What follows belongs to an exercise in optimizing a design on an open flow for small area, a short achievable clock period and few clock cycles per item; a production flow would make more cautious choices.
Where RTL was checked, it was by simulation tests only, not by an equivalence proof against the original.
The RTL of runs 5 and 6 was laid out without a check of its function.
Power is estimated from default activity; no workload was simulated.

`design/flow/constraint.sdc`:
```
create_clock -name core_clock -period 5.5 [get_ports {clk}]
set_input_delay 1.1000 -clock core_clock [delete_from_list [all_inputs] [get_ports {clk}]]
set_output_delay 1.1000 -clock core_clock [all_outputs]
set_load 0.01 [all_outputs]
```
`design/flow/run.sh`:
```
#!/bin/bash
# synth_recipe.tcl (not shown) runs the flow's synth.tcl, then flattens the netlist and writes it again
# the make line also repeats each setting of config.mk as NAME=value (left out here)
make -C /OpenROAD-flow-scripts/flow DESIGN_CONFIG=/design/flow/config.mk WORK_HOME=/design/flow/orfs CLKGATE_MAP_FILE= SYNTH_SCRIPT=/design/flow/synth_recipe.tcl finish
```
`design/flow/config.mk`:
```
export PLATFORM = sky130hd
export DESIGN_NAME = matrixTpu
export DESIGN_NICKNAME = matrixTpu
export VERILOG_FILES = /design/flow/design.v
export SDC_FILE = /design/flow/constraint.sdc
export NUM_CORES = 4
export LEC_CHECK = 0
export ABC_AREA = 1
export ABC_CLOCK_PERIOD_IN_PS = 2200
export CAP_MARGIN = 20
export CORE_MARGIN = 2
export CORE_UTILIZATION = 40
export CTS_CLUSTER_DIAMETER = 100
export CTS_CLUSTER_SIZE = 30
export SETUP_SLACK_MARGIN = 3.1
export SLEW_MARGIN = 20
```
`design/flow/design.v`:
```
`timescale 1ns/1ps
package tpuPkg;
    localparam int WrReqWidth  = 14;
    localparam int ResultWidth = 71;
endpackage
`timescale 1ns/1ps
module mulCsa (
    input  logic [7:0]  w,
    input  logic [3:0]  one,
    input  logic [3:0]  two,
    input  logic [2:0]  neg,
    output logic [15:0] s,
    output logic [15:0] c
);
    logic s1;
    logic c2;
    assign s1 = (((one[0] & w[4]) | (two[0] & w[3])) ^ neg[0]) ^ (((one[1] & w[2]) | (two[1] & w[1])) ^ neg[1]);
    assign c2 = (((one[0] & w[4]) | (two[0] & w[3])) ^ neg[0]) & (((one[1] & w[2]) | (two[1] & w[1])) ^ neg[1]);
    logic s3;
    logic c4;
    assign s3 = (((one[0] & w[5]) | (two[0] & w[4])) ^ neg[0]) ^ (((one[1] & w[3]) | (two[1] & w[2])) ^ neg[1]);
    assign c4 = (((one[0] & w[5]) | (two[0] & w[4])) ^ neg[0]) & (((one[1] & w[3]) | (two[1] & w[2])) ^ neg[1]);
    logic s5;
    logic c6;
    assign s5 = (((one[0] & w[6]) | (two[0] & w[5])) ^ neg[0]) ^ (((one[1] & w[4]) | (two[1] & w[3])) ^ neg[1]) ^ (((one[2] & w[2]) | (two[2] & w[1])) ^ neg[2]);
    assign c6 = ((((one[0] & w[6]) | (two[0] & w[5])) ^ neg[0]) & (((one[1] & w[4]) | (two[1] & w[3])) ^ neg[1])) | ((((one[0] & w[6]) | (two[0] & w[5])) ^ neg[0]) & (((one[2] & w[2]) | (two[2] & w[1])) ^ neg[2])) | ((((one[1] & w[4]) | (two[1] & w[3])) ^ neg[1]) & (((one[2] & w[2]) | (two[2] & w[1])) ^ neg[2]));
    logic s7;
    logic c8;
    assign s7 = (((one[0] & w[7]) | (two[0] & w[6])) ^ neg[0]) ^ (((one[1] & w[5]) | (two[1] & w[4])) ^ neg[1]) ^ (((one[2] & w[3]) | (two[2] & w[2])) ^ neg[2]);
    assign c8 = ((((one[0] & w[7]) | (two[0] & w[6])) ^ neg[0]) & (((one[1] & w[5]) | (two[1] & w[4])) ^ neg[1])) | ((((one[0] & w[7]) | (two[0] & w[6])) ^ neg[0]) & (((one[2] & w[3]) | (two[2] & w[2])) ^ neg[2])) | ((((one[1] & w[5]) | (two[1] & w[4])) ^ neg[1]) & (((one[2] & w[3]) | (two[2] & w[2])) ^ neg[2]));
    logic s9;
    logic c10;
    assign s9 = ~(((one[0] & w[7]) | (two[0] & w[7])) ^ neg[0]) ^ (((one[1] & w[6]) | (two[1] & w[5])) ^ neg[1]) ^ (((one[2] & w[4]) | (two[2] & w[3])) ^ neg[2]);
    assign c10 = (~(((one[0] & w[7]) | (two[0] & w[7])) ^ neg[0]) & (((one[1] & w[6]) | (two[1] & w[5])) ^ neg[1])) | (~(((one[0] & w[7]) | (two[0] & w[7])) ^ neg[0]) & (((one[2] & w[4]) | (two[2] & w[3])) ^ neg[2])) | ((((one[1] & w[6]) | (two[1] & w[5])) ^ neg[1]) & (((one[2] & w[4]) | (two[2] & w[3])) ^ neg[2]));
    logic s11;
    logic c12;
    assign s11 = (((one[1] & w[7]) | (two[1] & w[6])) ^ neg[1]) ^ (((one[2] & w[5]) | (two[2] & w[4])) ^ neg[2]);
    assign c12 = (((one[1] & w[7]) | (two[1] & w[6])) ^ neg[1]) & (((one[2] & w[5]) | (two[2] & w[4])) ^ neg[2]);
    logic s13;
    logic c14;
    assign s13 = ~(((one[1] & w[7]) | (two[1] & w[7])) ^ neg[1]) ^ (((one[2] & w[6]) | (two[2] & w[5])) ^ neg[2]);
    assign c14 = ~(((one[1] & w[7]) | (two[1] & w[7])) ^ neg[1]) & (((one[2] & w[6]) | (two[2] & w[5])) ^ neg[2]);
    logic s15;
    logic c16;
    assign s15 = (((one[0] & w[2]) | (two[0] & w[1])) ^ neg[0]) ^ (((one[1] & w[0]) | (two[1] & 1'b0)) ^ neg[1]);
    assign c16 = (((one[0] & w[2]) | (two[0] & w[1])) ^ neg[0]) & (((one[1] & w[0]) | (two[1] & 1'b0)) ^ neg[1]);
    logic s17;
    logic c18;
    assign s17 = (((one[0] & w[3]) | (two[0] & w[2])) ^ neg[0]) ^ (((one[1] & w[1]) | (two[1] & w[0])) ^ neg[1]);
    assign c18 = (((one[0] & w[3]) | (two[0] & w[2])) ^ neg[0]) & (((one[1] & w[1]) | (two[1] & w[0])) ^ neg[1]);
    logic s19;
    logic c20;
    assign s19 = (((one[2] & w[0]) | (two[2] & 1'b0)) ^ neg[2]) ^ neg[2] ^ s1;
    assign c20 = ((((one[2] & w[0]) | (two[2] & 1'b0)) ^ neg[2]) & neg[2]) | ((((one[2] & w[0]) | (two[2] & 1'b0)) ^ neg[2]) & s1) | (neg[2] & s1);
    logic s21;
    logic c22;
    assign s21 = (((one[2] & w[1]) | (two[2] & w[0])) ^ neg[2]) ^ s3 ^ c2;
    assign c22 = ((((one[2] & w[1]) | (two[2] & w[0])) ^ neg[2]) & s3) | ((((one[2] & w[1]) | (two[2] & w[0])) ^ neg[2]) & c2) | (s3 & c2);
    logic s23;
    logic c24;
    assign s23 = ((one[3] & w[0]) | (two[3] & 1'b0)) ^ s5 ^ c4;
    assign c24 = (((one[3] & w[0]) | (two[3] & 1'b0)) & s5) | (((one[3] & w[0]) | (two[3] & 1'b0)) & c4) | (s5 & c4);
    logic s25;
    logic c26;
    assign s25 = ((one[3] & w[1]) | (two[3] & w[0])) ^ s7 ^ c6;
    assign c26 = (((one[3] & w[1]) | (two[3] & w[0])) & s7) | (((one[3] & w[1]) | (two[3] & w[0])) & c6) | (s7 & c6);
    logic s27;
    logic c28;
    assign s27 = ((one[3] & w[2]) | (two[3] & w[1])) ^ s9 ^ c8;
    assign c28 = (((one[3] & w[2]) | (two[3] & w[1])) & s9) | (((one[3] & w[2]) | (two[3] & w[1])) & c8) | (s9 & c8);
    logic s29;
    logic c30;
    assign s29 = ((one[3] & w[3]) | (two[3] & w[2])) ^ s11 ^ c10;
    assign c30 = (((one[3] & w[3]) | (two[3] & w[2])) & s11) | (((one[3] & w[3]) | (two[3] & w[2])) & c10) | (s11 & c10);
    logic s31;
    logic c32;
    assign s31 = ((one[3] & w[4]) | (two[3] & w[3])) ^ s13 ^ c12;
    assign c32 = (((one[3] & w[4]) | (two[3] & w[3])) & s13) | (((one[3] & w[4]) | (two[3] & w[3])) & c12) | (s13 & c12);
    logic s33;
    logic c34;
    assign s33 = (((one[2] & w[7]) | (two[2] & w[6])) ^ neg[2]) ^ ((one[3] & w[5]) | (two[3] & w[4])) ^ c14;
    assign c34 = ((((one[2] & w[7]) | (two[2] & w[6])) ^ neg[2]) & ((one[3] & w[5]) | (two[3] & w[4]))) | ((((one[2] & w[7]) | (two[2] & w[6])) ^ neg[2]) & c14) | (((one[3] & w[5]) | (two[3] & w[4])) & c14);
    logic s35;
    logic c36;
    assign s35 = ~(((one[2] & w[7]) | (two[2] & w[7])) ^ neg[2]) ^ ((one[3] & w[6]) | (two[3] & w[5]));
    assign c36 = ~(((one[2] & w[7]) | (two[2] & w[7])) ^ neg[2]) & ((one[3] & w[6]) | (two[3] & w[5]));
    assign s[0] = (((one[0] & w[0]) | (two[0] & 1'b0)) ^ neg[0]);
    assign c[0] = neg[0];
    assign s[1] = (((one[0] & w[1]) | (two[0] & w[0])) ^ neg[0]);
    assign c[1] = 1'b0;
    assign s[2] = neg[1];
    assign c[2] = s15;
    assign s[3] = s17;
    assign c[3] = c16;
    assign s[4] = s19;
    assign c[4] = c18;
    assign s[5] = s21;
    assign c[5] = c20;
    assign s[6] = s23;
    assign c[6] = c22;
    assign s[7] = s25;
    assign c[7] = c24;
    assign s[8] = s27;
    assign c[8] = c26;
    assign s[9] = s29;
    assign c[9] = c28;
    assign s[10] = s31;
    assign c[10] = c30;
    assign s[11] = s33;
    assign c[11] = c32;
    assign s[12] = s35;
    assign c[12] = c34;
    assign s[13] = ((one[3] & w[7]) | (two[3] & w[6]));
    assign c[13] = c36;
    assign s[14] = ~((one[3] & w[7]) | (two[3] & w[7]));
    assign c[14] = 1'b0;
    assign s[15] = 1'b0;
    assign c[15] = 1'b0;
endmodule
`timescale 1ns/1ps
module matrixTpu (
    input  logic         clk,
    input  logic         rst,
    input  logic [13:0]  wrReq,     
    input  logic         start,
    output logic         busy,
    output logic [70:0]  result,    
    output logic         done
);
    logic       wrEn, wrSel;
    logic [3:0] wrAddr;
    logic [7:0] wrData;
    assign wrData = wrReq[7:0];
    assign wrAddr = wrReq[11:8];
    assign wrSel  = wrReq[12];
    assign wrEn   = wrReq[13];
    logic bsy;
    logic wAcc, aAcc, startAcc;
    assign wAcc     = wrEn && !bsy && !wrSel;
    assign aAcc     = wrEn && !bsy &&  wrSel;
    assign startAcc = start && !bsy;
    logic [7:0] wMem [0:15];
    logic [6:0] aMem [0:15];
    always_ff @(posedge clk) begin
        if (wAcc) wMem[wrAddr] <= wrData;
        if (aAcc) aMem[wrAddr] <= wrData[6:0];
    end
    localparam logic [1:0] HOut = 2'd0, HA = 2'd1, HB = 2'd2, HWork = 2'd3;
    logic [3:0] hv;                 
    logic [1:0] hr [0:3];           
    logic [3:0] pend;               
    logic       bldG;               
    logic [1:0] curR, nxtK;
    logic [3:0] em;                 
    logic [1:0] phase;              
    logic       emit, load, last;
    logic [1:0] src, emitRow;
    logic        r0v;
    logic [1:0]  r0r, r0k;
    logic [3:0]  r0one, r0two;      
    logic [2:0]  r0neg;
    logic [31:0] r0w;
    logic        p1v;
    logic [1:0]  p1r, p1k;
    logic        p1fresh;           
    logic [63:0] p1s, p1c;
    logic        cmpl;              
    assign cmpl = p1v && p1k == 2'd3 && pend[p1r];
    logic       copy;
    logic [1:0] copyTo;
    assign copyTo = !hv[HOut] ? HOut : !hv[HA] ? HA : HB;
    assign copy   = hv[HWork] && !(hv[HOut] && hv[HA] && hv[HB]) && !bsy && !startAcc;
    always_comb begin
        emit    = 1'b0;
        load    = 1'b0;
        src     = HWork;
        emitRow = hr[HOut];
        if (!bsy) begin
            emit = startAcc && hv[HOut] && !wAcc && !(aAcc && wrAddr[3:2] == hr[HOut]);
        end else begin
            case (phase)
                2'd1:    src = HA;
                2'd2:    src = HB;
                default: src = HWork;
            endcase
            emit    = hv[src];
            load    = hv[src];
            emitRow = hr[src];
        end
    end
    logic [1:0] nEm;                
    assign last = nEm == 2'd3;
    logic [1:0] rk;                 
    logic       repOk, repNeed, injRep;
    logic [1:0] repRow, repRowD;
    logic [6:0] repA;
    always_comb begin
        repNeed = 1'b0;
        repRow  = '0;
        for (int r = 3; r >= 0; r--) begin
            if (!em[r]) begin
                repNeed = 1'b1;
                repRow  = r[1:0];
            end
        end
    end
    logic       injRepD;
    assign injRep = bsy && phase == 2'd3 && !hv[HWork] && !(|pend) && repNeed
                    && repOk && repRow == repRowD && !injRepD;
    logic       inj;
    logic [1:0] injRow, injK;
    assign inj    = aAcc || injRep;
    assign injRow = bsy ? repRow : wrAddr[3:2];
    assign injK   = bsy ? rk     : wrAddr[1:0];
    always_ff @(posedge clk) begin
        repA <= aMem[{repRow, rk}];
    end
    logic [1:0] hrNext [0:3];
    always_comb begin
        for (int h = 0; h < 4; h++) hrNext[h] = hr[h];
        if (copy) hrNext[copyTo] = hr[HWork];
        if (load) hrNext[HOut] = hr[src];
        if (cmpl) hrNext[HWork] = p1r;
    end
    always_ff @(posedge clk) begin
        if (copy) hr[copyTo] <= hr[HWork];
        if (load) hr[HOut] <= hr[src];
        if (cmpl) hr[HWork] <= p1r;
    end
    always_ff @(posedge clk or posedge rst) begin
        if (rst) begin
            hv      <= '0;
            pend    <= '0;
            bldG    <= 1'b0;
            curR    <= '0;
            nxtK    <= '0;
            r0v     <= 1'b0;
            p1v     <= 1'b0;
            rk      <= '0;
            repOk   <= 1'b0;
            repRowD <= '0;
            injRepD <= 1'b0;
        end else begin
            r0v     <= inj;
            p1v     <= r0v;
            repOk   <= bsy;
            repRowD <= repRow;
            injRepD <= injRep;
            if (injRep) rk <= rk + 2'd1;
            if (p1v) hv[HWork] <= 1'b0;
            if (copy) begin
                hv[copyTo] <= 1'b1;
                hv[HWork]  <= 1'b0;
            end
            if (load) begin
                hv[HOut] <= 1'b1;
                hv[src]  <= 1'b0;
            end
            if (cmpl) begin
                pend[p1r] <= 1'b0;
                hv[HWork] <= 1'b1;
            end
            if (inj) begin
                for (int h = 0; h < 4; h++) begin
                    if (hrNext[h] == injRow) hv[h] <= 1'b0;
                end
                pend[injRow] <= 1'b0;
                if (injK == 2'd0) begin
                    bldG <= 1'b1;
                    curR <= injRow;
                    nxtK <= 2'd1;
                end else if (bldG && injRow == curR && injK == nxtK) begin
                    if (injK == 2'd3) begin
                        bldG         <= 1'b0;
                        pend[injRow] <= 1'b1;
                    end else begin
                        nxtK <= injK + 2'd1;
                    end
                end else begin
                    bldG <= 1'b0;
                end
            end
            if (wAcc) begin
                hv   <= '0;
                pend <= '0;
                bldG <= 1'b0;
            end
        end
    end
    logic [6:0] injA;
    logic [7:0] ax;
    logic [3:0] dOne, dTwo;
    logic [2:0] dNeg;
    assign injA = bsy ? repA : wrData[6:0];
    assign ax   = {1'b0, injA};
    always_comb begin
        for (int i = 0; i < 4; i++) begin
            logic b2, b1, b0;
            b2 = ax[2*i+1];
            b1 = ax[2*i];
            b0 = (i == 0) ? 1'b0 : ax[2*i-1];
            dOne[i] = b1 ^ b0;
            dTwo[i] = (b2 & !b1 & !b0) | (!b2 & b1 & b0);
            if (i < 3) dNeg[i] = b2;
        end
    end
    always_ff @(posedge clk) begin
        r0r <= injRow;
        r0k <= injK;
        r0one <= dOne;
        r0two <= dTwo;
        r0neg <= dNeg;
        for (int c = 0; c < 4; c++) begin
            r0w[c*8 +: 8] <= wMem[injK*4 + c];
        end
        p1r <= r0r;
        p1k <= r0k;
        p1fresh <= (r0k == 2'd0);
    end
    for (genvar c = 0; c < 4; c++) begin : gMul
        logic [15:0] s, cy;
        mulCsa mul_inst (
            .w   (r0w[c*8 +: 8]),
            .one (r0one),
            .two (r0two),
            .neg (r0neg),
            .s   (s),
            .c   (cy)
        );
        always_ff @(posedge clk) begin
            p1s[c*16 +: 16] <= s;
            p1c[c*16 +: 16] <= cy;
        end
    end
    localparam logic [16:0] FreshBase = 17'd44032;
    logic [67:0] ws;                
    logic [15:0] wc;                
    logic [67:0] wsNew;
    logic [15:0] wcNew;
    for (genvar c = 0; c < 4; c++) begin : gAcc
        logic [16:0] bs, ps, pc, x, y;
        logic [4:1]  bc;
        assign bs = p1fresh ? FreshBase : ws[c*17 +: 17];
        assign bc = p1fresh ? 4'd0      : wc[c*4 +: 4];
        assign ps = {1'b0, p1s[c*16 +: 16]};
        assign pc = {1'b0, p1c[c*16 +: 16]};
        assign x = bs ^ ps ^ pc;
        assign y = {(bs[15:0] & ps[15:0]) | (bs[15:0] & pc[15:0]) | (ps[15:0] & pc[15:0]), 1'b0};
        assign {wcNew[c*4 + 0], wsNew[c*17 +  0 +: 4]} = {1'b0, x[3:0]}   + {1'b0, y[3:0]};
        assign {wcNew[c*4 + 1], wsNew[c*17 +  4 +: 4]} = {1'b0, x[7:4]}   + {1'b0, y[7:4]}   + {4'd0, bc[1]};
        assign {wcNew[c*4 + 2], wsNew[c*17 +  8 +: 4]} = {1'b0, x[11:8]}  + {1'b0, y[11:8]}  + {4'd0, bc[2]};
        assign {wcNew[c*4 + 3], wsNew[c*17 + 12 +: 4]} = {1'b0, x[15:12]} + {1'b0, y[15:12]} + {4'd0, bc[3]};
        assign wsNew[c*17 + 16] = x[16] ^ y[16] ^ bc[4];
    end
    always_ff @(posedge clk) begin
        if (p1v) begin
            ws <= wsNew;
            wc <= wcNew;
        end
    end
    logic [63:0] fin;
    logic [63:0] slotA, slotB;
    for (genvar c = 0; c < 4; c++) begin : gFin
        logic [16:0] sum;
        assign sum = ws[c*17 +: 17] + {wc[c*4 + 3], 3'd0, wc[c*4 + 2], 3'd0,
                                       wc[c*4 + 1], 3'd0, wc[c*4 + 0], 4'd0};
        assign fin[c*16 +: 16] = sum[16] ? 16'd0 : sum[15:0];    
    end
    always_ff @(posedge clk) begin
        if (copy && copyTo == HA) slotA <= fin;
        if (copy && copyTo == HB) slotB <= fin;
    end
    logic        outValid, doneR;
    logic [1:0]  outRow;
    logic [63:0] outData;
    always_ff @(posedge clk or posedge rst) begin
        if (rst) begin
            bsy      <= 1'b0;
            em       <= '0;
            nEm      <= '0;
            phase    <= '0;
            outValid <= 1'b0;
            outRow   <= '0;
            doneR    <= 1'b0;
        end else begin
            outValid <= emit;
            doneR    <= emit && last;
            if (emit) begin
                outRow      <= emitRow;
                em[emitRow] <= 1'b1;
                nEm         <= nEm + 2'd1;
            end
            if (bsy && phase != 2'd3) phase <= phase + 2'd1;
            if (startAcc) begin
                bsy   <= 1'b1;
                phase <= 2'd1;
            end
            if (emit && last) begin
                bsy   <= 1'b0;
                em    <= '0;
                phase <= 2'd0;
            end
        end
    end
    always_ff @(posedge clk) begin
        if (load) begin
            outData <= (src == HA) ? slotA : (src == HB) ? slotB : fin;
        end else if (copy && copyTo == HOut) begin
            outData <= fin;
        end
    end
    assign busy   = bsy;
    assign done   = doneR;
    assign result = {outValid, outRow,
                     1'b0, outData[63:48], 1'b0, outData[47:32],
                     1'b0, outData[31:16], 1'b0, outData[15:0]};
endmodule
```
==> out/qor.yml, run 1 <==
syn2layout_area_growth_pct: 11.1
die_area_sq_mm: 0.0903
grt_max_degree: 68
numCtsBuffers: 30
setup_ws_ns: 3.01
fp.coreArea_sq_mm: 0.0869
rows: 108
crit_path_max_fanout: 7
yosysWarnings: 2
clock_sinks: 723
port_buffers: 85
cp.arrival_ns: 2.76
cts_tree: "built"
cts_max_level: 1
worstSetupEndpointType: "flop"
finalSetupTns_ns: 0
total_power_w: 0.0242
ys_types: 52
drv_slew: 0
synth-async-reset-ratio: 0.0470
drv_cap: 0
layout-drive-gt1-share: 0.0935
clk_path_buf_depth: 3
drt_pass1_iterations: 5
layout_min_cycle_time_ns: 2.49
vias_per_cell: 4.90
min_path_type: "reg -> reg"
irDropWorstVdd_mv: 0.352
yosysMostFrequentCell: "nand2_1"
hpwl_microns: 49700
start_util: 0.405
stdcell_area_sq_mm: 0.0391
ys_seq_area_frac: 0.566
antenna_found_initial: 1
synthFlopType: "edfxtp_1"
rsz0062_at_grt: "true"
place_area_sq_mm: 0.0372
routed_wl_microns: 78400
clk_pin_slew_ns: 0.12
worstSetupPathType: "in -> reg"
synth_edf_count: 524
grt_pass1_wl_microns: 121000
grtUsageTotal: 0.167
via_count: 22900
drc: 0
overflow: 0
post-route-period-util: 0.453
ys_ff_latch: 723
clk_latency_ns: 0.65
required_ns: 5.77
netlist.area_leader.share: 0.447
cts_root_buf: "clkbuf_16"
gp_congestion: 0.839
synth_area_leaders: "edfxtp_1, dfxtp_1, nand2_1"
timing.fmax_mhz: 401
antenna_left: 0
nets: 3738
die-width_microns: 301
worstMarginPinSlew_ns: 1.04
grt_pass1_vias: 21900
power_density_mw_per_mm2: 620
syn_area_sq_mm: 0.0352
die_h_microns: 301
relSlewSlack: 0.309
synth_top_cell_by_area: "edfxtp_1"
start_kind: "primary input"
whs_ns: 0.336
diodes: 0
setup_viol: 0
hold_viol_final: 0
ioPinCount: 90
wire_per_inst_microns: 16.8
synth_common_cells: "nand2_1, edfxtp_1, inv_1"
worst_clock_skew_ns: 0.0432
status: "complete, no violations"
syn-instance-count: 3405
drt-initial-drc-count: 1785
leakage_nw: 16.7
pre_cts_slack_ns: 1.52
avgSynthCellArea_sq_um: 10.3
-- per-stage QoR --
| stage | std cells | util |
|---|---|---|
| after global routing | 4672 | 0.450 |
| after CTS | 4639 | 0.445 |
| after floorplan | 3408 | - |
| after global placement | 4556 | 0.429 |
| final | 4672 | 0.450 |
| after detailed placement | 4556 | 0.429 |
-- critical path, stage by stage --
cell,delay [ns]
clkdlybuf4s50_1,0.51
inv_1,0.10
nor2_1,0.29
nand2_1,0.17
nor2_1,0.59
-- path summary, 6_finish.rpt --
check                              start     endpoint  slack [ns]  depth (start not counted)
worst max-delay path            wrReq[9]  aMem[14][4]        3.01                          5
worst min-delay path              r0r[1]       p1r[1]        0.34                          0
worst max register to register   p1fresh       ws[30]        3.07                          7
worst min register to register    r0r[1]       p1r[1]        0.34                          0
max in group asynchronous            rst          p1v        4.28                          3
min in group asynchronous            rst    outRow[1]        0.85                          3
-- per-layer routing --
metal	GRT usage	share of wire
met1	0.242	0.47
met2	0.273	0.46
met3	0.0163	0.050
met4	0.0344	0.019
met5	0	0
-- sequential cells by signal (all words and copies together) (netlist names), 49 cells and up --
signal and flops:
aMem 112, gAcc.pc 49, gAcc.ps 57, outData 64, slotA 64, slotB 64, wMem 128, ws 68
-- layout by cell type (no fill, tap or decap), drive strengths merged, types with 8 or more instances in the layout --
cell type,instances
o221ai,14
xnor2,20
clkinv,8
o22ai,158
nand3,111
nor3,18
o21ai,172
dfxtp,165
edfxtp,524
ha,108
clkdlybuf4s50,13
fa,120
clkdlybuf4s15,15
nand2,662
dfrtp,34
nand4,9
a21oi,66
xor2,148
clkbuf,75
o211ai,16
inv,505
nor2,411
buf,106
-- repair_timing --
action / 4_1_cts / 5_1_grt
gates cloned: 6 / 11
gates resized for setup: 254 / 99
endpoints found under the setup margin: 610 / 326
hold buffers: 0 / 0
pin swaps: 6 / 7
buffers inserted: 21 / 22
-- cells by family after synthesis --
group	Yosys count	synth area share
DFF	723	0.566
AOI/OAI and AO/OA	442	0.0729
buffers and inverters	625	0.0711
adders and majority gates	228	0.107
and+or+nand+nor	1216	0.141
muxes	2	0.000569
other	1	0.000107
xor gates and xnor gates	168	0.0418
-- where the power goes --
part	switching, W	total [W]	internal (W)
Sequential	0.000600	0.00836	0.00776
Combinational	0.00803	0.0130	0.00496
Clock	0.00171	0.00285	0.00115
Total	0.0103	0.0242	0.0139
-- layout make-up --
class                      count  area [sq um]
timing repair inverter         6          58.8
fill                        8168         47800
sequential                   723         19900
multi-input combinational   2065         13200
clock inverter                10           123
inverter                     501          1970
tap                         1155          1450
clock buffer                  46           853
timing repair buffer         166          1540
Testbench counts, summed over its fixed seeds: cycles 2,944, jobs 128.
==> inputs of run 2 (changes only) <==
--- a/design/flow/config.mk
+++ b/design/flow/config.mk
@@ -14,3 +14,3 @@
 export CTS_CLUSTER_SIZE = 30
-export SETUP_SLACK_MARGIN = 3.1
+export SETUP_SLACK_MARGIN = 3.2
 export SLEW_MARGIN = 20
==> out/qor.yml, run 2 <==
rows: 108
crit_top_cell: "fa_2"
synth_edf_count: 524
clock_sinks: 723
total_power_w: 0.0247
timing.fmax_mhz: 421
vias_per_cell: 4.90
rsz0062_at_grt: "true"
power_density_mw_per_mm2: 621
fp.coreArea_sq_mm: 0.0869
layout_min_cycle_time_ns: 2.38
finalSetupTns_ns: 0
antenna_found_initial: 2
drt-initial-drc-count: 1588
clk_latency_ns: 0.65
clk_pin_slew_ns: 0.11
crit_path_max_fanout: 5
wire_per_inst_microns: 17.2
whs_ns: 0.338
power.share.switching: 0.425
drc: 0
antenna_left: 0
synth_common_cells: "nand2_1, edfxtp_1, inv_1"
cp-startpoint: "p1fresh"
grt_max_degree: 65
pwr-share-seq: 0.340
grt_pass1_wl_microns: 126000
numCtsBuffers: 30
required_ns: 5.89
min_path_type: "reg -> reg"
worstSetupPathType: "reg -> reg"
via_count: 23000
ys_ff_latch: 723
nets: 3750
rr_endpoint: "ws[61]"
seq_area_sq_mm: 0.0199
gp_congestion: 0.824
routed_wl_microns: 80400
cts_root_buf: "clkbuf_16"
ys_types: 52
min_from: "r0r[1]"
drt_pass1_iterations: 5
start_util: 0.405
synth-async-reset-ratio: 0.0470
worst-r2r-cell-count: 8
largest_reg_flops: 128
synth_area_leaders: "edfxtp_1, dfxtp_1, nand2_1"
clk_path_buf_depth: 3
worst_clock_skew_ns: 0.0387
yosysMostFrequentCell: "nand2_1"
nFillCells: 8060
crit_slowest_cell: "fa_1"
min_delay_path_depth: 0
power_switching_w: 0.0105
final_cell_mix: "nand2_1, edfxtp_1, inv_1"
path_cells: "buf_12 > inv_16 > nand2_4 > fa_1 > inv_1 > fa_2 > fa_2 > xor2_1"
die_area_sq_mm: 0.0903
slowest_delay_ns: 0.48
worstSetupEndpointType: "flop"
worstMarginPinSlew_ns: 0.940
post-route-period-util: 0.432
layout-drive-gt1-share: 0.122
final_common_cell: "nand2_1"
multiInputGateArea_sq_mm: 0.0135
port_buffers: 85
overflow: 0
yosysWarnings: 2
cts_max_level: 1
die-width_microns: 301
cts_hold_buf: 0
ioPinCount: 90
r2r-start: "p1fresh"
syn2layout_area_growth_pct: 12.9
cts_tree: "built"
netlist.area_leader.share: 0.447
power_frac_clock: 0.119
combinationalPowerShare: 0.542
ys_seq_area_frac: 0.566
top_regs: "wMem: 128 flops, aMem: 112 flops, ws: 68 flops"
drv_slew: 0
syn_area_sq_mm: 0.0352
status: "complete, no violations"
hold_viol_final: 0
synthFlopType: "edfxtp_1"
drv_cap: 0
hold_end: "p1r[1]"
irDropWorstVdd_mv: 0.323
leakage_nw: 16.9
syn-instance-count: 3405
hpwl_microns: 49600
r2r_slack_ns: 3.12
grtUsageTotal: 0.175
die_h_microns: 301
setup_viol: 0
cp.arrival_ns: 2.77
top_register: "wMem"
synth_top_cell_by_area: "edfxtp_1"
grt_pass1_vias: 22800
avgSynthCellArea_sq_um: 10.3
diodes: 0
relSlewSlack: 0.373
internal-power_w: 0.0142
start_kind: "flop"
==> run 2: cell type report <==
class                           count  share of cell area
Clock buffer                       46              0.0228
Clock inverter                     10             0.00309
Inverter                          501              0.0498
Multi-Input combinational cell   2066               0.340
Sequential cell                   723               0.501
Tap cell                         1155              0.0364
Timing Repair Buffer              179              0.0449
Timing Repair inverter              4             0.00151
==> run 2: worst max path at each step <==
stage	cells past startpoint	end
floorplan	3	outData[0]
global placement	12	pend[2]
detailed placement	12	pend[3]
CTS	5	aMem[7][3]
global route	8	ws[61]
finish	8	ws[61]
==> run 2: logic make-up (layout without fill, tap and decap cells) <==
| kind of cell | count (synthesis) | in the layout | share of synthesized area |
|---|---|---|---|
| xor gates and xnor gates | 168 | 168 | 0.0418 |
| AOI/OAI and AO/OA | 442 | 443 | 0.0729 |
| buffers and inverters | 625 | 740 | 0.0711 |
| muxes | 2 | 2 | 0.000569 |
| and+or+nand+nor | 1216 | 1221 | 0.141 |
| other | 1 | 4 | 0.000107 |
| DFF | 723 | 723 | 0.566 |
| adders and majority gates | 228 | 228 | 0.107 |
==> run 2: routing by layer <==
metal  up-vias  routed length [microns]  global-route usage  part of all wire
li1      11300                        -                   -                 -
met2       548                    38500               0.298              0.48
met3        83                     3960              0.0196             0.049
met5         -                       13                   0           0.00016
met4         2                     1440              0.0342             0.018
met1     11000                    36500               0.242              0.45
==> run 2: worst max-delay path: cells and delay by family (launching register included) <==
kind / cells / cell delay (ns)
AND/OR/NAND/NOR: 1 / 0.05
flip-flops: 1 / 0.38
XOR/XNOR: 1 / 0.16
adder cells (fa/ha/maj): 3 / 1.23
buffers and inverters: 3 / 0.33
==> run 2: power groups by stage <==
stage | Sequential (W) | Combinational [W] | Clock, W
6_report | 0.00838 | 0.0134 | 0.00293
5_1_grt | 0.00850 | 0.0154 | 0.00317
4_1_cts | 0.00837 | 0.0132 | 0.00300
2_1_floorplan | 0.00840 | 0.00910 | 0
3_3_place_gp | 0.00847 | 0.0122 | 0
3_5_place_dp | 0.00849 | 0.0124 | 0
==> run 2: metrics by stage <==
step                area (sq um)  setup slack, ns  instances  utilization
finish                     39700             3.12       4684        0.457
global route               39700             3.06       4684        0.457
CTS                        39100             3.07       4659        0.449
detailed placement         37400             1.90       4556        0.430
global placement           37400             1.93       4556        0.430
floorplan                  35500             2.53       3408            -
==> run 2: timing repair <==
action,in CTS,in global routing
buffers inserted,35,15
cloned,12,10
resized for setup,395,103
pin swaps,23,16
endpoints found under the setup margin,632,619
==> inputs of run 3 (changes only) <==
--- a/design/flow/config.mk
+++ b/design/flow/config.mk
@@ -11,3 +11,3 @@
 export CORE_MARGIN = 2
-export CORE_UTILIZATION = 40
+export CORE_UTILIZATION = 50
 export CTS_CLUSTER_DIAMETER = 100
==> out/qor.yml, run 3 <==
cp.arrival_ns: 2.75
syn2layout_area_growth_pct: 11.7
worst_clock_skew_ns: 0.0295
power_frac_clock: 0.114
r2r_slack_ns: 3.14
cts_root_buf: "clkbuf_16"
status: "complete, no violations"
gp_congestion: 0.852
die-width_microns: 269
post-route-period-util: 0.429
power.share.switching: 0.426
start_util: 0.504
slowest_delay_ns: 0.49
hold_viol_final: 0
avgSynthCellArea_sq_um: 10.3
finalSetupTns_ns: 0
grt_pass1_wl_microns: 128000
via_count: 23500
relSlewSlack: 0.404
path_cells: "inv_16 > nand2_1 > fa_1 > inv_1 > fa_2 > fa_2 > xor2_1"
synth-async-reset-ratio: 0.0470
antenna_found_initial: 1
grtUsageTotal: 0.218
numCtsBuffers: 30
whs_ns: 0.340
drt-initial-drc-count: 1894
place_area_sq_mm: 0.0371
timing.fmax_mhz: 424
cts_max_level: 1
grt_max_degree: 65
nFillCells: 5936
top_register: "wMem"
overflow: 0
layout-drive-gt1-share: 0.117
clk_latency_ns: 0.64
final_cell_mix: "nand2_1, edfxtp_1, inv_1"
clk_pin_slew_ns: 0.11
irDropWorstVdd_mv: 0.389
required_ns: 5.89
drv_slew: 0
grt_pass1_vias: 23400
stdcell_area_sq_mm: 0.0393
power_switching_w: 0.0106
ys_ff_latch: 723
drt_pass1_iterations: 5
clock_sinks: 723
worstSetupPathType: "reg -> reg"
die_h_microns: 269
synth_edf_count: 524
ys_types: 52
nets: 3745
rsz0062_at_grt: "true"
fin_util: 0.563
layout_min_cycle_time_ns: 2.36
syn_area_sq_mm: 0.0352
worst-r2r-cell-count: 7
fp.coreArea_sq_mm: 0.0698
synth_area_leaders: "edfxtp_1, dfxtp_1, nand2_1"
start_kind: "flop"
clk_path_buf_depth: 3
vias_per_cell: 5.27
rows: 97
yosysMostFrequentCell: "nand2_1"
top_regs: "wMem: 128 flops, aMem: 112 flops, ws: 68 flops"
wire_per_inst_microns: 18.0
syn-instance-count: 3405
power_density_mw_per_mm2: 633
synthFlopType: "edfxtp_1"
crit_top_cell: "fa_2"
die_area_sq_mm: 0.0725
setup_viol: 0
internal-power_w: 0.0143
crit_path_max_fanout: 20
antenna_left: 0
synth_common_cells: "nand2_1, edfxtp_1, inv_1"
netlist.area_leader.share: 0.447
largest_reg_flops: 128
worstMarginPinSlew_ns: 0.891
cts_tree: "built"
drc: 0
drv_cap: 0
yosysWarnings: 2
leakage_nw: 16.8
final_common_cell: "nand2_1"
hpwl_microns: 50700
min_delay_path_depth: 0
min_path_type: "reg -> reg"
worstSetupEndpointType: "flop"
crit_slowest_cell: "fa_1"
pwr-share-seq: 0.337
port_buffers: 85
synth_top_cell_by_area: "edfxtp_1"
stdcell_count: 4465
combinationalPowerShare: 0.549
ioPinCount: 90
cts_hold_buf: 0
placed_cells: 4339
routed_wl_microns: 80600
ys_seq_area_frac: 0.566
==> run 3: cell types whose count changed in the layout (fill, tap and decap cells not counted), moves of 6 or more <==
cell / delta
clkbuf_16: -6
inv_1: +6
inv_2: -9
nand2_1: +12
nand2_2: -7
nand2_4: -6
==> run 3: cell families (layout without fill, tap and decap cells) <==
kind of cell             Yosys count  in the layout  share of synthesized area
multiplexers                       2              2                   0.000569
AND/OR/NAND/NOR                 1216           1222                      0.141
other                              1              5                   0.000107
flip-flops                       723            723                      0.566
XOR/XNOR                         168            168                     0.0418
buffers and inverters            625            735                     0.0711
adder cells (fa/ha/maj)          228            228                      0.107
AO/OA/AOI/OAI                    442            442                     0.0729
==> run 3: worst paths after layout <==
check                        start       to
setup / recovery           p1fresh   ws[61]
hold / removal              r0r[0]   p1r[0]
setup reg to reg           p1fresh   ws[61]
hold reg to reg             r0r[0]   p1r[0]
max in group asynchronous      rst      p1v
min in group asynchronous      rst  pend[0]
==> run 3: routing by layer <==
| layer | global-route usage | vias up | wire length [microns] |
|---|---|---|---|
| met3 | 0.0218 | 100 | 4000 |
| li1 | - | 11300 | - |
| met4 | 0.0563 | 0 | 2120 |
| met2 | 0.368 | 657 | 38600 |
| met1 | 0.301 | 11400 | 35900 |
| met5 | 0 | - | 0 |
==> run 3: stage by stage <==
step                total power, W  setup slack, ns
floorplan                   0.0175             2.53
global placement            0.0204             1.86
detailed placement          0.0209             1.80
CTS                         0.0245             3.15
global route                0.0272             3.06
finish                      0.0249             3.14
==> run 3: area by class of cell <==
type | instances | area [sq um] | share of cell area
Antenna cell | 1 | 2.50 | 0.0000637
Clock buffer | 46 | 853 | 0.0217
Clock inverter | 10 | 119 | 0.00303
Inverter | 501 | 1960 | 0.0499
Multi-Input combinational cell | 2066 | 13500 | 0.345
Sequential cell | 723 | 19900 | 0.507
Tap cell | 940 | 1180 | 0.0299
Timing Repair Buffer | 174 | 1680 | 0.0427
Timing Repair inverter | 4 | 42.5 | 0.00108
==> run 3: critical path: cells and delay by family, from the launching register on <==
family                     cells  cell delay [ns]
xor gates and xnor gates       1             0.17
adders and majority gates      3             1.22
buffers and inverters          2             0.19
DFF                            1             0.43
and+or+nand+nor                1             0.08
==> run 3: timing repair <==
item	CTS	global route
setup endpoints to repair	640	475
setup buffers	31	19
gates resized for setup	399	95
gates cloned	13	6
pin swaps	14	20
==> run 3: power by group through the flow <==
stage                     sequential, W  combinational, W  clock, W
after global routing            0.00849            0.0156   0.00309
after floorplan                 0.00840           0.00910         0
after CTS                       0.00836            0.0133   0.00292
after global placement          0.00847            0.0120         0
final                           0.00838            0.0137   0.00284
after detailed placement        0.00849            0.0124         0
==> inputs of run 4 (changes only) <==
--- a/design/flow/config.mk
+++ b/design/flow/config.mk
@@ -11,5 +11,5 @@
 export CORE_MARGIN = 2
-export CORE_UTILIZATION = 50
-export CTS_CLUSTER_DIAMETER = 100
-export CTS_CLUSTER_SIZE = 30
+export CORE_UTILIZATION = 40
+export CTS_CLUSTER_DIAMETER = 80
+export CTS_CLUSTER_SIZE = 20
 export SETUP_SLACK_MARGIN = 3.2
==> out/qor.yml, run 4 <==
port_buffers: 85
syn_area_sq_mm: 0.0352
nets: 3790
overflow: 0
rows: 108
critPathBufInv: 3
die_area_sq_mm: 0.0903
cts_max_level: 2
ys_seq_area_frac: 0.566
required_ns: 5.88
antenna_found_initial: 2
total_power_w: 0.0259
vias_per_cell: 4.92
crit_top_cell: "fa_2"
yosysMostFrequentCell: "nand2_1"
path_cells: "buf_12 > clkinv_16 > nand2_4 > fa_1 > fa_2 > fa_2 > inv_1"
synthFlopType: "edfxtp_1"
post-route-period-util: 0.439
clk_pin_slew_ns: 0.08
drt_pass1_iterations: 7
ys_types: 52
drv_slew: 0
drt-initial-drc-count: 1497
slowest_delay_ns: 0.54
setup_viol: 0
critPathTopFamily: "adder cells"
worstSetupPathType: "reg -> reg"
grt_max_degree: 65
rsz0062_at_grt: "true"
power_density_mw_per_mm2: 637
clk_path_buf_depth: 3
synth_edf_count: 524
clock_sinks: 723
ioPinCount: 90
via_count: 23300
drc: 0
syn2layout_area_growth_pct: 15.5
antenna_left: 0
cp.arrival_ns: 2.80
die-width_microns: 301
hpwl_microns: 49600
grtUsageTotal: 0.180
routed_wl_microns: 83700
wire_per_inst_microns: 17.7
cts_tree: "built"
min_path_type: "reg -> reg"
fp.coreArea_sq_mm: 0.0869
drv_cap: 0
hold_viol_final: 0
finalSetupTns_ns: 0
relSlewSlack: 0.373
syn-instance-count: 3405
netlist.area_leader.share: 0.447
layout-drive-gt1-share: 0.136
final_cell_mix: "nand2_1, edfxtp_1, inv_1"
largest_reg_flops: 128
synth_top_cell_by_area: "edfxtp_1"
status: "complete, no violations"
worstMarginPinSlew_ns: 0.939
synth-async-reset-ratio: 0.0470
grt_pass1_wl_microns: 128000
yosysWarnings: 2
worst_clock_skew_ns: 0.0415
layout_min_cycle_time_ns: 2.41
stdcell_area_sq_mm: 0.0406
crit_path_max_fanout: 5
grt_pass1_vias: 23100
die_h_microns: 301
leakage_nw: 17.3
place_area_sq_mm: 0.0374
worstSetupEndpointType: "flop"
start_kind: "flop"
synth_common_cells: "nand2_1, edfxtp_1, inv_1"
gp_congestion: 0.824
numCtsBuffers: 46
top_regs: "wMem: 128 flops, aMem: 112 flops, ws: 68 flops"
timing.fmax_mhz: 414
start_util: 0.405
final_common_cell: "nand2_1"
cts_root_buf: "clkbuf_16"
irDropWorstVdd_mv: 0.315
crit_slowest_cell: "fa_2"
synth_area_leaders: "edfxtp_1, dfxtp_1, nand2_1"
avgSynthCellArea_sq_um: 10.3
top_register: "wMem"
clk_latency_ns: 0.62
ys_ff_latch: 723
[run 4: cell counts after synthesis]
Identical to the previous run, type by type.
[run 4: repair_timing]
action | in CTS | in global routing
gates resized for setup | 416 | 107
endpoints found under the setup margin | 658 | 587
gates cloned | 16 | 13
hold buffers | 0 | 0
setup buffers | 41 | 26
pin swaps | 22 | 32
[run 4: worst reg2reg max path: stages (launching register included)]
cell and delay (ns):
dfxtp_4 0.38, buf_12 0.19, clkinv_16 0.11, nand2_4 0.08
fa_1 0.45, fa_2 0.40, fa_2 0.54, inv_1 0.04
[run 4: area by class of cell]
class | instances | area [sq um]
fill | 7991 | 46300
sequential | 723 | 19900
multi-input combinational | 2067 | 13600
timing repair buffer | 199 | 2080
inverter | 501 | 1970
tap | 1155 | 1450
clock buffer | 72 | 1300
clock inverter | 14 | 171
timing repair inverter | 7 | 92.6
antenna | 1 | 2.50
[run 4: final timing paths]
check / slack (ns) / endpoint / cells past startpoint / from
max: 3.09 / ws[30] / 7 / p1fresh
min reg2reg: 0.33 / p1r[0] / 0 / r0r[0]
max in group asynchronous: 4.22 / p1v / 3 / rst
min in group asynchronous: 0.90 / nEm[0] / 3 / rst
max reg2reg: 3.09 / ws[30] / 7 / p1fresh
min: 0.33 / p1r[0] / 0 / r0r[0]
[run 4: where the power goes]
part           switching (W)  total, W  internal (W)
logic                0.00837    0.0138       0.00547
registers           0.000619   0.00839       0.00777
clock network        0.00190   0.00363       0.00173
total                 0.0109    0.0259        0.0150
[run 4: cells by family after synthesis]
kind of cell             share of synthesized area
AND/OR/NAND/NOR                              0.141
flip-flops                                   0.566
buffers and inverters                       0.0711
AO/OA/AOI/OAI                               0.0729
adder cells (fa/ha/maj)                      0.107
XOR/XNOR                                    0.0418
multiplexers                              0.000569
other                                     0.000107
[run 4: stage by stage]
| step | std cells | util | hold slack, ns | setup slack, ns |
|---|---|---|---|---|
| global route | 4738 | 0.467 | 0.350 | 3.05 |
| global placement | 4556 | 0.430 | 0.311 | 1.93 |
| CTS | 4699 | 0.457 | 0.334 | 3.07 |
| detailed placement | 4556 | 0.430 | 0.312 | 1.90 |
| finish | 4739 | 0.467 | 0.333 | 3.09 |
| floorplan | 3408 | - | 0.310 | 2.53 |
[run 4: metal layers]
layer	up-vias	global-route usage	wire [microns]
met1	11100	0.245	37400
met2	633	0.298	39400
met5	-	0	13
li1	11400	-	-
met3	120	0.0263	4680
met4	2	0.0535	2180
==> inputs of run 5 (changes only) <==
--- a/design/flow/design.v
+++ b/design/flow/design.v
@@ -206,5 +206,4 @@
     end
-    logic       injRepD;
     assign injRep = bsy && phase == 2'd3 && !hv[HWork] && !(|pend) && repNeed
-                    && repOk && repRow == repRowD && !injRepD;
+                    && repOk && repRow == repRowD;
     logic       inj;
@@ -214,4 +213,6 @@
     assign injK   = bsy ? rk     : wrAddr[1:0];
+    logic [1:0] rkN;
+    assign rkN = injRep ? rk + 2'd1 : rk;
     always_ff @(posedge clk) begin
-        repA <= aMem[{repRow, rk}];
+        repA <= aMem[{repRow, rkN}];
     end
@@ -241,3 +242,2 @@
             repRowD <= '0;
-            injRepD <= 1'b0;
         end else begin
@@ -247,3 +247,2 @@
             repRowD <= repRow;
-            injRepD <= injRep;
             if (injRep) rk <= rk + 2'd1;
@@ -336,10 +335,10 @@
     logic [67:0] ws;                
-    logic [15:0] wc;                
+    logic [19:0] wc;                
     logic [67:0] wsNew;
-    logic [15:0] wcNew;
+    logic [19:0] wcNew;
     for (genvar c = 0; c < 4; c++) begin : gAcc
         logic [16:0] bs, ps, pc, x, y;
-        logic [4:1]  bc;
+        logic [5:1]  bc;
         assign bs = p1fresh ? FreshBase : ws[c*17 +: 17];
-        assign bc = p1fresh ? 4'd0      : wc[c*4 +: 4];
+        assign bc = p1fresh ? 5'd0      : wc[c*5 +: 5];
         assign ps = {1'b0, p1s[c*16 +: 16]};
@@ -348,7 +347,8 @@
         assign y = {(bs[15:0] & ps[15:0]) | (bs[15:0] & pc[15:0]) | (ps[15:0] & pc[15:0]), 1'b0};
-        assign {wcNew[c*4 + 0], wsNew[c*17 +  0 +: 4]} = {1'b0, x[3:0]}   + {1'b0, y[3:0]};
-        assign {wcNew[c*4 + 1], wsNew[c*17 +  4 +: 4]} = {1'b0, x[7:4]}   + {1'b0, y[7:4]}   + {4'd0, bc[1]};
-        assign {wcNew[c*4 + 2], wsNew[c*17 +  8 +: 4]} = {1'b0, x[11:8]}  + {1'b0, y[11:8]}  + {4'd0, bc[2]};
-        assign {wcNew[c*4 + 3], wsNew[c*17 + 12 +: 4]} = {1'b0, x[15:12]} + {1'b0, y[15:12]} + {4'd0, bc[3]};
-        assign wsNew[c*17 + 16] = x[16] ^ y[16] ^ bc[4];
+        assign {wcNew[c*5 + 0], wsNew[c*17 +  0 +: 3]} = {1'b0, x[2:0]}   + {1'b0, y[2:0]};
+        assign {wcNew[c*5 + 1], wsNew[c*17 +  3 +: 3]} = {1'b0, x[5:3]}   + {1'b0, y[5:3]}   + {3'd0, bc[1]};
+        assign {wcNew[c*5 + 2], wsNew[c*17 +  6 +: 3]} = {1'b0, x[8:6]}   + {1'b0, y[8:6]}   + {3'd0, bc[2]};
+        assign {wcNew[c*5 + 3], wsNew[c*17 +  9 +: 3]} = {1'b0, x[11:9]}  + {1'b0, y[11:9]}  + {3'd0, bc[3]};
+        assign {wcNew[c*5 + 4], wsNew[c*17 + 12 +: 3]} = {1'b0, x[14:12]} + {1'b0, y[14:12]} + {3'd0, bc[4]};
+        assign wsNew[c*17 + 15 +: 2] = x[16:15] + y[16:15] + {1'b0, bc[5]};
     end
@@ -364,4 +364,4 @@
         logic [16:0] sum;
-        assign sum = ws[c*17 +: 17] + {wc[c*4 + 3], 3'd0, wc[c*4 + 2], 3'd0,
-                                       wc[c*4 + 1], 3'd0, wc[c*4 + 0], 4'd0};
+        assign sum = ws[c*17 +: 17] + {1'b0, wc[c*5 + 4], 2'd0, wc[c*5 + 3], 2'd0,
+                                       wc[c*5 + 2], 2'd0, wc[c*5 + 1], 2'd0, wc[c*5 + 0], 3'd0};
         assign fin[c*16 +: 16] = sum[16] ? 16'd0 : sum[15:0];    
--- a/design/flow/config.mk
+++ b/design/flow/config.mk
@@ -12,5 +12,5 @@
 export CORE_UTILIZATION = 40
-export CTS_CLUSTER_DIAMETER = 80
-export CTS_CLUSTER_SIZE = 20
-export SETUP_SLACK_MARGIN = 3.2
+export CTS_CLUSTER_DIAMETER = 100
+export CTS_CLUSTER_SIZE = 30
+export SETUP_SLACK_MARGIN = 3.3
 export SLEW_MARGIN = 20
==> out/qor.yml, run 5 <==
netlist.area_leader.share: 0.449
synth_edf_count: 528
worstSetupPathType: "reg -> out"
required_ns: 4.40
nets: 3865
overflow: 0
drv_cap: 0
final_cell_mix: "edfxtp_1, inv_1, nand2_1"
hpwl_microns: 52400
start_util: 0.405
via_count: 24200
power_density_mw_per_mm2: 658
start_kind: "flop"
final_common_cell: "edfxtp_1"
syn2layout_area_growth_pct: 22.9
yosys.area_share.xor_xnor: 0.0410
drc: 0
ioPinCount: 90
grtUsageTotal: 0.196
wire_per_inst_microns: 19.7
synth_compound_area_frac: 0.0675
grt_pass1_vias: 23400
yosys.area_share.adder: 0.112
synth_area_leaders: "edfxtp_1, dfxtp_1, fa_1"
min_from: "r0r[1]"
clock_sinks: 726
ys_ff_latch: 726
fp.coreArea_sq_mm: 0.0872
rows: 108
total_power_w: 0.0285
hold_viol_final: 0
crit_path_max_fanout: 4
grt_pass1_wl_microns: 138000
layout_min_cycle_time_ns: 2.41
port_buffers: 85
whs_ns: 0.343
die_area_sq_mm: 0.0906
setup_viol: 0
synth_common_cells: "inv_1, edfxtp_1, nand2_1"
clk_pin_slew_ns: 0.11
syn_area_sq_mm: 0.0353
yosysWarnings: 2
syn-instance-count: 3355
synth-async-reset-ratio: 0.0455
grt_max_degree: 74
timing.fmax_mhz: 414
worst_clock_skew_ns: 0.0543
synth.area.mux_share: 0.000567
die_h_microns: 301
relSlewSlack: 0.322
synth_top_cell_by_area: "edfxtp_1"
top_regs: "wMem: 128 flops, aMem: 112 flops, ws: 68 flops"
ys_types: 49
routed_wl_microns: 94500
gp_congestion: 0.833
cts_max_level: 1
leakage_nw: 18.2
drt-initial-drc-count: 1856
clk_path_buf_depth: 3
synth_top_family_by_area: "simple AND/OR/NAND/NOR gates"
die-width_microns: 301
cp-startpoint: "bsy"
numCtsBuffers: 31
ys_seq_area_frac: 0.566
irDropWorstVdd_mv: 0.334
post-route-period-util: 0.439
cp.arrival_ns: 1.31
worstSetupEndpointType: "output port"
largest_reg_flops: 128
clk_latency_ns: 0.67
synthSimpleGateAreaFrac: 0.134
cts_root_buf: "clkbuf_16"
min_path_type: "reg -> reg"
avgSynthCellArea_sq_um: 10.5
cts_tree: "built"
vias_per_cell: 5.05
layout-drive-gt1-share: 0.224
drt_pass1_iterations: 7
antenna_found_initial: 0
top_register: "wMem"
rsz0062_at_grt: "true"
worstMarginPinSlew_ns: 1.02
drv_slew: 0
synthFlopType: "edfxtp_1"
r2r-start: "phase[0]"
antenna_left: 0
finalSetupTns_ns: 0
status: "complete, no violations"
yosysMostFrequentCell: "inv_1"
[run 5: changes by cell type in the layout (fill, tap and decap cells not counted), moves of 17 or more]
| cell | before | now |
|---|---|---|
| nor2_1 | 354 | 241 |
| buf_6 | 8 | 29 |
| or2_2 | 4 | 21 |
| inv_1 | 456 | 513 |
| nand3b_1 | 2 | 33 |
| nand2_1 | 621 | 417 |
| nand2_8 | 2 | 19 |
| nand2_2 | 18 | 35 |
| nand3_2 | 11 | 55 |
| buf_4 | 65 | 130 |
| o21ai_0 | 152 | 108 |
| nand3_1 | 95 | 149 |
| a21oi_2 | 3 | 27 |
[run 5: cell type report]
cell class,count,area [sq um]
Fill cell,7660,43800
Clock inverter,14,168
Clock buffer,44,846
Tap cell,1155,1450
Timing Repair Buffer,323,3650
Timing Repair inverter,9,153
Sequential cell,726,20000
Antenna cell,3,7.51
Multi-Input combinational cell,1941,14700
Inverter,580,2350
[run 5: worst paths after layout]
path / endpoint / slack (ns) / cells after the start
max in group asynchronous: bsy / 4.28 / 3
max reg2reg: outData[15] / 3.13 / 14
min reg2reg: p1r[1] / 0.34 / 0
min in group asynchronous: hv[0] / 0.84 / 3
min: p1r[1] / 0.34 / 0
max: busy / 3.09 / 2
[run 5: what timing repair did]
item | 4_1_cts | 5_1_grt
buffers inserted | 97 | 69
endpoints found under the setup margin | 782 | 529
endpoints found under the hold margin | 0 | 0
cloned | 39 | 27
resized for setup | 529 | 282
pin swaps | 73 | 104
hold buffers | 0 | 0
[run 5: critical path: stages (launching register included)]
cell and delay, ns:
dfrtp_2 0.44, buf_12 0.14, buf_6 0.11
[run 5: metal layers]
metal | wire length, microns | share of wire | global-route usage | vias up
li1 | - | - | - | 11500
met1 | 39800 | 0.42 | 0.269 | 11700
met2 | 45900 | 0.49 | 0.332 | 756
met3 | 4600 | 0.049 | 0.0201 | 179
met4 | 4210 | 0.045 | 0.0561 | 0
met5 | 0 | 0 | 0 | -
[run 5: kinds of logic (layout without fill, tap and decap cells)]
| kind of cell | count (synthesis) | count (layout) |
|---|---|---|
| AO/OA/AOI/OAI | 419 | 420 |
| XOR/XNOR | 165 | 165 |
| adder cells (fa/ha/maj) | 236 | 236 |
| buffers and inverters | 704 | 970 |
| flip-flops | 726 | 726 |
| multiplexers | 2 | 2 |
| other | 1 | 7 |
| AND/OR/NAND/NOR | 1102 | 1114 |
[run 5: report_power, final]
group	switching, W	total (W)	internal, W
registers	0.000701	0.00874	0.00804
clock network	0.00177	0.00296	0.00118
logic	0.00990	0.0168	0.00693
[run 5: per-stage QoR]
step            util  instances  worst slack [ns]  instance area [sq um]
4_1_cts        0.471       4696              3.06                  41100
3_3_place_gp   0.432       4502              1.87                  37600
5_1_grt        0.497       4792              3.03                  43300
3_5_place_dp   0.432       4502              1.83                  37600
6_report       0.497       4795              3.09                  43400
2_1_floorplan      -       3358              2.09                  35900
==> inputs of run 6 (changes only) <==
--- a/design/flow/config.mk
+++ b/design/flow/config.mk
@@ -7,3 +7,2 @@
 export LEC_CHECK = 0
-export ABC_AREA = 1
 export ABC_CLOCK_PERIOD_IN_PS = 2200
@@ -14,3 +13,3 @@
 export CTS_CLUSTER_SIZE = 30
-export SETUP_SLACK_MARGIN = 3.3
+export SETUP_SLACK_MARGIN = 3.2
 export SLEW_MARGIN = 20
==> out/qor.yml, run 6 <==
status: "complete, no violations"
power_switching_w: 0.0120
irDropWorstVdd_mv: 0.334
relSlewSlack: 0.473
drt_pass1_iterations: 6
yosys.area_share.adder: 0.109
yosysMostFrequentCell: "edfxtp_1"
avgSynthCellArea_sq_um: 12.0
wire_per_inst_microns: 21.2
top_regs: "wMem: 128 flops, aMem: 112 flops, ws: 68 flops"
cts_max_level: 1
numCtsBuffers: 30
grtUsageTotal: 0.189
die_h_microns: 305
clk_path_buf_depth: 3
clk_pin_slew_ns: 0.10
final_common_cell: "edfxtp_1"
clk_latency_ns: 0.68
overflow: 0
drc: 0
port_buffers: 85
die-width_microns: 305
power_density_mw_per_mm2: 676
worstMarginPinSlew_ns: 0.791
finalSetupTns_ns: 0
grt_pass1_wl_microns: 139000
grt_pass1_vias: 24400
synth.area.mux_share: 0.0271
internal-power_w: 0.0174
start_util: 0.404
cts_root_buf: "clkbuf_16"
routed_wl_microns: 93500
slowest_delay_ns: 0.50
worstSetupEndpointType: "flop"
syn2layout_area_growth_pct: 19.9
rows: 110
yosys.area_share.xor_xnor: 0.0466
nFillCells: 7760
synthSimpleGateAreaFrac: 0.104
cp.arrival_ns: 3.09
start_kind: "flop"
largest_reg_flops: 128
fp.coreArea_sq_mm: 0.0899
synth_area_leaders: "edfxtp_1, dfxtp_1, fa_1"
combinationalPowerShare: 0.582
synth_common_cells: "edfxtp_1, inv_1, nand2_1"
yosysWarnings: 2
antenna_found_initial: 3
netlist.area_leader.share: 0.437
min_from: "r0r[1]"
synthFlopType: "edfxtp_1"
clock_sinks: 726
post-route-period-util: 0.465
cts_hold_buf: 0
antenna_left: 0
syn-instance-count: 3020
vias_per_cell: 5.45
worst_clock_skew_ns: 0.0650
path_cells: "and3b_2 > nor3b_4 > buf_12 > o31ai_4 > buf_4 > clkbuf_16 > or4_1 > o211ai_1 > nor4_2"
setup_ws_ns: 2.94
ys_seq_area_frac: 0.551
synth_top_cell_by_area: "edfxtp_1"
synth_compound_area_frac: 0.109
power_frac_clock: 0.097
ioPinCount: 90
timing.fmax_mhz: 391
leakage_nw: 16.8
cp-startpoint: "repRowD[0]"
hold_viol_final: 0
min_path_type: "reg -> reg"
ys_types: 90
ys_ff_latch: 726
syn_area_sq_mm: 0.0363
final_cell_mix: "edfxtp_1, inv_1, nand2_1"
crit_path_max_fanout: 18
top_register: "wMem"
grt_max_degree: 59
drt-initial-drc-count: 2169
required_ns: 6.03
setup_viol: 0
via_count: 24100
layout-drive-gt1-share: 0.244
pre_cts_slack_ns: 1.48
r2r-start: "repRowD[0]"
nets: 3471
layout_min_cycle_time_ns: 2.56
drv_slew: 0
power.share.switching: 0.409
die_area_sq_mm: 0.0931
worstSetupPathType: "reg -> reg"
synth_top_family_by_area: "compound AO/OA/AOI/OAI gates"
crit_slowest_cell: "or4_1"
gp_congestion: 0.803
drv_cap: 0
hpwl_microns: 55500
pwr-share-seq: 0.321
synth_edf_count: 528
rsz0062_at_grt: "true"
cts_tree: "built"
synth-async-reset-ratio: 0.0455
==> run 6: cell count changes after synthesis, sizes merged, moves of 64 or more <==
cell    before  now
mux2i        2   66
clkbuf      46  136
nand2      485  221
o21ai      139   67
nor2       317  179
xor2       146   79
nand3      211   27
nor2b        0   73
xnor2       19  114
o22ai      146   11
inv        577  288
a22oi        1  111
==> run 6: through the flow <==
stage | area (sq um) | cells | utilization | hold slack, ns | total power, W
6_report | 43500 | 4419 | 0.484 | 0.338 | 0.0294
2_1_floorplan | 36700 | 3023 | - | 0.310 | 0.0195
5_1_grt | 43500 | 4419 | 0.484 | 0.341 | 0.0319
3_5_place_dp | 38500 | 4140 | 0.428 | 0.316 | 0.0230
4_1_cts | 41800 | 4332 | 0.465 | 0.340 | 0.0278
3_3_place_gp | 38500 | 4140 | 0.428 | 0.310 | 0.0224
==> run 6: per-layer routing <==
metal / wire, microns / track usage / share of wire
met3: 4420 / 0.0209 / 0.047
met4: 2130 / 0.0495 / 0.023
met1: 39800 / 0.248 / 0.43
met5: 13 / 0 / 0.00014
met2: 47200 / 0.332 / 0.50
==> run 6: cells by family (layout without fill, tap and decap cells) <==
| kind of cell | Yosys count | after routing |
|---|---|---|
| buffers and inverters | 483 | 697 |
| DFF | 726 | 726 |
| other | 1 | 5 |
| muxes | 92 | 92 |
| adders and majority gates | 236 | 236 |
| xor gates and xnor gates | 193 | 194 |
| and+or+nand+nor | 746 | 749 |
| AOI/OAI and AO/OA | 543 | 544 |
==> run 6: cell type report <==
type,count,area [sq um],share of cell area
diodes,1,2.50,0.0000576
clock buffers,48,818,0.0188
clock inverters,8,118,0.00271
inverters,288,1090,0.0252
multi-input cells,1819,16400,0.378
flip-flops and latches,726,20000,0.461
well taps,1176,1470,0.0338
repair buffers,353,3510,0.0808
==> run 6: critical path, delay by kind of cell (launching register included) <==
| family | cells | cell delay [ns] |
|---|---|---|
| AO/OA/AOI/OAI | 2 | 0.26 |
| flip-flops | 1 | 0.46 |
| AND/OR/NAND/NOR | 4 | 1.13 |
| buffers and inverters | 3 | 0.57 |
==> run 6: power by group through the flow <==
stage / clock [W] / combinational (W) / sequential [W]
2_1_floorplan: 0 / 0.0107 / 0.00880
3_3_place_gp: 0 / 0.0128 / 0.00951
3_5_place_dp: 0 / 0.0134 / 0.00954
4_1_cts: 0.00292 / 0.0155 / 0.00938
5_1_grt: 0.00310 / 0.0192 / 0.00956
6_report: 0.00286 / 0.0171 / 0.00942
==> run 6: path summary, 6_finish.rpt <==
check	endpoint	slack, ns	depth (start not counted)
min in group asynchronous	doneR	0.81	3
worst min register to register	p1r[1]	0.34	0
worst min-delay path	p1r[1]	0.34	0
max in group asynchronous	em[1]	4.30	3
worst max-delay path	repA[4]	2.94	9
worst max register to register	repA[4]	2.94	9
==> run 6: timing repair <==
action | in CTS | in global routing
pin swaps | 99 | 107
setup buffers | 122 | 76
endpoints found under the hold margin | 0 | 0
gates cloned | 14 | 10
gates resized for setup | 553 | 224
endpoints found under the setup margin | 839 | 481

[what the ideal ports hide]
In the flow no input, the clock included, has a driving cell. The finished layouts below were timed again as built, in two steps. Step 1 assumes that a clkbuf_16 drives the clock port and a buf_2 every other input. Step 2 moves the port delays by t, midway between the first and last clock arrival at a register: inputs arrive t later, outputs are due t later. That takes back most of the time a late clock gives input paths. a / b / c = no drivers / after step 1 / after step 2; a / b = the first two.
| run | shift t [ns] | slack for setup (ns) | hold slack, ns | worst setup path at the end | pins driven straight from the clock port |
|---|---|---|---|---|---|
| run 1 | 0.686 | 3.007 / 2.999 / 2.313 | 0.336 / 0.336 / 0.336 | input to register | 1 |
| run 2 | 0.696 | 3.123 / 3.101 / 2.573 | 0.338 / 0.338 / 0.338 | input to register | 1 |
| run 3 | 0.688 | 3.141 / 3.133 / 2.671 | 0.340 / 0.340 / 0.340 | input to register | 1 |
| run 4 | 0.662 | 3.086 / 3.086 / 2.630 | 0.333 / 0.333 / 0.333 | input to register | 1 |
| run 5 | 0.704 | 3.087 / 3.024 / 2.610 | 0.343 / 0.343 / 0.343 | input to register | 1 |
| run 6 | 0.707 | 2.943 / 2.943 / 2.500 | 0.338 / 0.338 / 0.338 | input to register | 1 |
After both steps setup and hold are still met in every run listed. The setup slack of run 1, which loses most, moves by -0.008 ns with the drivers and by -0.694 ns with both steps.
